This is an optimization exercise on Yosys and OpenROAD, whose aim is small area and a short achievable clock period, not a production implementation. The RTL was checked by simulation tests, not by an equivalence proof against the original design.

beta:
// idStage
module idStage (
    input  logic                    clk,
    input  logic                    reset,
    input  logic                    instrValid_i,
    input  logic [32-1:0]        pc_i,
    input  logic [32-1:0]        instr_i,
    input  logic                    wbEn_i,
    input  logic [5-1:0]  wbAddr_i,
    input  logic [32-1:0]        wbData_i,
    input  logic                    exWriteBack_i,
    input  logic                    exIsLoad_i,
    input  logic [5-1:0]  exAddr_i,
    input  logic [32-1:0]        exData_i,
    input  logic                    memWrite_i,
    input  logic [5-1:0]  memAddr_i,
    input  logic [32-1:0]        memData_i,
    output logic                    outValid_o,
    output logic                    stall_o,
    output idCtrlPkg::aluOp_e       aluOp_o,
    output logic [32-1:0]        operandA_o,
    output logic [32-1:0]        operandB_o,
    output logic [32-1:0]        storeData_o,
    output logic                    wbEnOut_o,
    output logic [5-1:0]  wbAddrOut_o,
    output logic                    branchEn_o,
    output logic [32-1:0]        branchTarget_o
);
export LEC_CHECK = 0
export CAP_MARGIN = 20
export CORE_MARGIN = 2
export CORE_UTILIZATION = 55
export CTS_CLUSTER_DIAMETER = 60
export CTS_CLUSTER_SIZE = 30
export SETUP_SLACK_MARGIN = 2.0
export SLEW_MARGIN = 20
export SYNTH_HIERARCHICAL = 1
create_clock -name core_clock -period 6.0 [get_ports {clk}]
standard.sh (not shown) runs the stock make flow with config.mk's settings and CLKGATE_MAP_FILE= SYNTH_SCRIPT=/design/flow/synth_recipe.tcl, a recipe that flattens the netlist after the stock synthesis.
==> flow/flow/run.sh <==
#!/bin/bash
# The standard layout (the standard.sh: standard synthesis, floorplan,
# placement, CTS, routing) with three changes:
#  - ports are buffered with buf_2 instead of the default delay-cell buffer;
#  - CTS clusters up to 30 sinks and inserts no dummy loads;
#  - timing repair may resize a cell to any equivalent cell, not only to
#    one with the same footprint.
# Every tool's output goes to the ORFS logs under orfs/logs; make's own
# output goes to flow_make.log here.
set -euo pipefail
bash standard.sh \
  "BUFFER_PORTS_ARGS=-buffer_cell sky130_fd_sc_hd__buf_2" \
  "CTS_ARGS=-sink_clustering_enable -repair_clock_nets -dont_use_dummy_load -sink_clustering_size 30 -sink_clustering_max_diameter 60" \
  "MATCH_CELL_FOOTPRINT=0" \
  finish > flow_make.log 2>&1
Setup changes, beta to delta
-- flow/design.v --
<<< beta, line 197
    input  logic                    wbEn_i,
    input  logic [5-1:0]  wbAddr_i,
    output logic [32-1:1]    decLo_o,      
    output logic [32-1:1]    decHi_o,      
    output logic [2:0]              fwdSel_o,     
    output logic                    selRf_o,
>>> delta, line 197
    input  logic                    wbEn_i,
    input  logic [5-1:0]  wbAddr_i,
    output logic [32-1:1]    dec_o,
    output logic [2:0]              fwdSel_o,     
    output logic                    selRf_o,
<<< beta, line 213
    assign fwdSel_o[2] = nonZero && !exHit && !memHit && wbHit;
    assign selRf_o     = !exHit && !memHit && !wbHit;
    rowDecode decLo (.addr_i(srcAddr_i), .dec_o(decLo_o));
    rowDecode decHi (.addr_i(srcAddr_i), .dec_o(decHi_o));
endmodule
module rowDecode (
    input  logic [5-1:0] addr_i,
    output logic [32-1:1]   dec_o
);
    for (genvar i = 1; i < 32; i++) begin : g_dec
        assign dec_o[i] = (addr_i == i);
    end
endmodule
module readPorts (
    input  logic [32-1:1][32-1:0] rows_i,
    input  logic [32-1:1]            decALo_i,
    input  logic [32-1:1]            decAHi_i,
    input  logic [2:0]                      fwdSelA_i,
    input  logic                            selRfA_i,
    input  logic [32-1:1]            decBLo_i,
    input  logic [32-1:1]            decBHi_i,
    input  logic [2:0]                      fwdSelB_i,
    input  logic                            selRfB_i,
>>> delta, line 212
    assign fwdSel_o[2] = nonZero && !exHit && !memHit && wbHit;
    assign selRf_o     = !exHit && !memHit && !wbHit;
    for (genvar i = 1; i < 32; i++) begin : g_dec
        assign dec_o[i] = (srcAddr_i == i);
    end
endmodule
module readPorts (
    input  logic [32-1:1][32-1:0] rows_i,
    input  logic [32-1:1]            decA_i,
    input  logic [2:0]                      fwdSelA_i,
    input  logic                            selRfA_i,
    input  logic [32-1:1]            decB_i,
    input  logic [2:0]                      fwdSelB_i,
    input  logic                            selRfB_i,
<<< beta, line 251
        end
        assign fwdData = {wbData_i[b], memData_i[b], exData_i[b]};
        readGroups #(.N(N)) grpA (
            .dec_i(b < 32 / 2 ? decALo_i : decAHi_i), .row_i(bitRows), .groupN_o(groupNA)
        );
        readGroups #(.N(N)) grpB (
            .dec_i(b < 32 / 2 ? decBLo_i : decBHi_i), .row_i(bitRows), .groupN_o(groupNB)
        );
        mergePair #(.G(G)) merge (
            .groupNA_i(groupNA), .selRfA_i(selRfA_i), .fwdSelA_i(fwdSelA_i),
>>> delta, line 241
        end
        assign fwdData = {wbData_i[b], memData_i[b], exData_i[b]};
        readGroups #(.N(N)) grpA (.dec_i(decA_i), .row_i(bitRows), .groupN_o(groupNA));
        readGroups #(.N(N)) grpB (.dec_i(decB_i), .row_i(bitRows), .groupN_o(groupNB));
        mergePair #(.G(G)) merge (
            .groupNA_i(groupNA), .selRfA_i(selRfA_i), .fwdSelA_i(fwdSelA_i),
<<< beta, line 443
        .wrData_i(wbData_i), .rows_o(rows)
    );
    logic [32-1:1] decALo, decAHi, decBLo, decBHi;
    logic [2:0]           fwdSelA, fwdSelB;
    logic                 selRfA, selRfB;
>>> delta, line 429
        .wrData_i(wbData_i), .rows_o(rows)
    );
    logic [32-1:1] decA, decB;
    logic [2:0]           fwdSelA, fwdSelB;
    logic                 selRfA, selRfB;
<<< beta, line 451
        .exWriteBack_i(exWriteBack_i), .exIsLoad_i(exIsLoad_i), .exAddr_i(exAddr_i),
        .memWrite_i(memWrite_i), .memAddr_i(memAddr_i), .wbEn_i(wbEn_i), .wbAddr_i(wbAddr_i),
        .decLo_o(decALo), .decHi_o(decAHi), .fwdSel_o(fwdSelA), .selRf_o(selRfA), .loadHazard_o(hazA)
    );
    operandForward fwdB (
>>> delta, line 437
        .exWriteBack_i(exWriteBack_i), .exIsLoad_i(exIsLoad_i), .exAddr_i(exAddr_i),
        .memWrite_i(memWrite_i), .memAddr_i(memAddr_i), .wbEn_i(wbEn_i), .wbAddr_i(wbAddr_i),
        .dec_o(decA), .fwdSel_o(fwdSelA), .selRf_o(selRfA), .loadHazard_o(hazA)
    );
    operandForward fwdB (
<<< beta, line 457
        .exWriteBack_i(exWriteBack_i), .exIsLoad_i(exIsLoad_i), .exAddr_i(exAddr_i),
        .memWrite_i(memWrite_i), .memAddr_i(memAddr_i), .wbEn_i(wbEn_i), .wbAddr_i(wbAddr_i),
        .decLo_o(decBLo), .decHi_o(decBHi), .fwdSel_o(fwdSelB), .selRf_o(selRfB), .loadHazard_o(hazB)
    );
    readPorts read (
        .rows_i(rows),
        .decALo_i(decALo), .decAHi_i(decAHi), .fwdSelA_i(fwdSelA), .selRfA_i(selRfA),
        .decBLo_i(decBLo), .decBHi_i(decBHi), .fwdSelB_i(fwdSelB), .selRfB_i(selRfB),
        .exData_i(exData_i), .memData_i(memData_i), .wbData_i(wbData_i),
        .valA_o(valA), .valB_o(valB), .diff_o(diff)
>>> delta, line 443
        .exWriteBack_i(exWriteBack_i), .exIsLoad_i(exIsLoad_i), .exAddr_i(exAddr_i),
        .memWrite_i(memWrite_i), .memAddr_i(memAddr_i), .wbEn_i(wbEn_i), .wbAddr_i(wbAddr_i),
        .dec_o(decB), .fwdSel_o(fwdSelB), .selRf_o(selRfB), .loadHazard_o(hazB)
    );
    readPorts read (
        .rows_i(rows),
        .decA_i(decA), .fwdSelA_i(fwdSelA), .selRfA_i(selRfA),
        .decB_i(decB), .fwdSelB_i(fwdSelB), .selRfB_i(selRfB),
        .exData_i(exData_i), .memData_i(memData_i), .wbData_i(wbData_i),
        .valA_o(valA), .valB_o(valB), .diff_o(diff)
Notes after the runs:
- Diff beta -> delta: parity-gate share of the synthesized area counting xor and xnor cells barely changed, width of the die shrank by about 0.43%, routed wire length rose about 11%, buffer count excluding the clock tree in the final layout went up 60, total of clock buffers placed in the layout +1.
- Compared with beta, delta shows met2 capacity usage during global routing higher by 7.9 points.
- Compared with beta, worst voltage drop across the vdd grid in delta increased by more than 10%.

[re-timing with driven ports]
No port has a modelled driver above. Below, the same layouts with a new extraction and two added sets of constraints. Step 1 assumes that a clkbuf_16 drives the clock port and a buf_2 every other input. Step 2, shift: input delay + t, output delay - t, t = (earliest + latest rising clock arrival at the registers) / 2. This alone moves slack from input paths to output paths. Three values: ideal ports, drivers, drivers and shift; two values: the first two.
run | shift t [ns] | slack for setup (ns) | hold slack, ns | worst slew at a driven data input, ns | cell pins on the clock port's net
beta | 0.703 | 1.890 / 1.748 / 1.045 | 0.849 / 0.820 / 0.932 | 0.30 | 1
delta | 0.709 | 1.690 / 1.673 / 0.964 | 0.822 / 0.781 / 0.957 | 0.22 | 1
After both steps every run listed still meets setup and hold. The setup slack of beta, which loses most, moves by -0.142 ns with the drivers and by -0.845 ns with both steps.
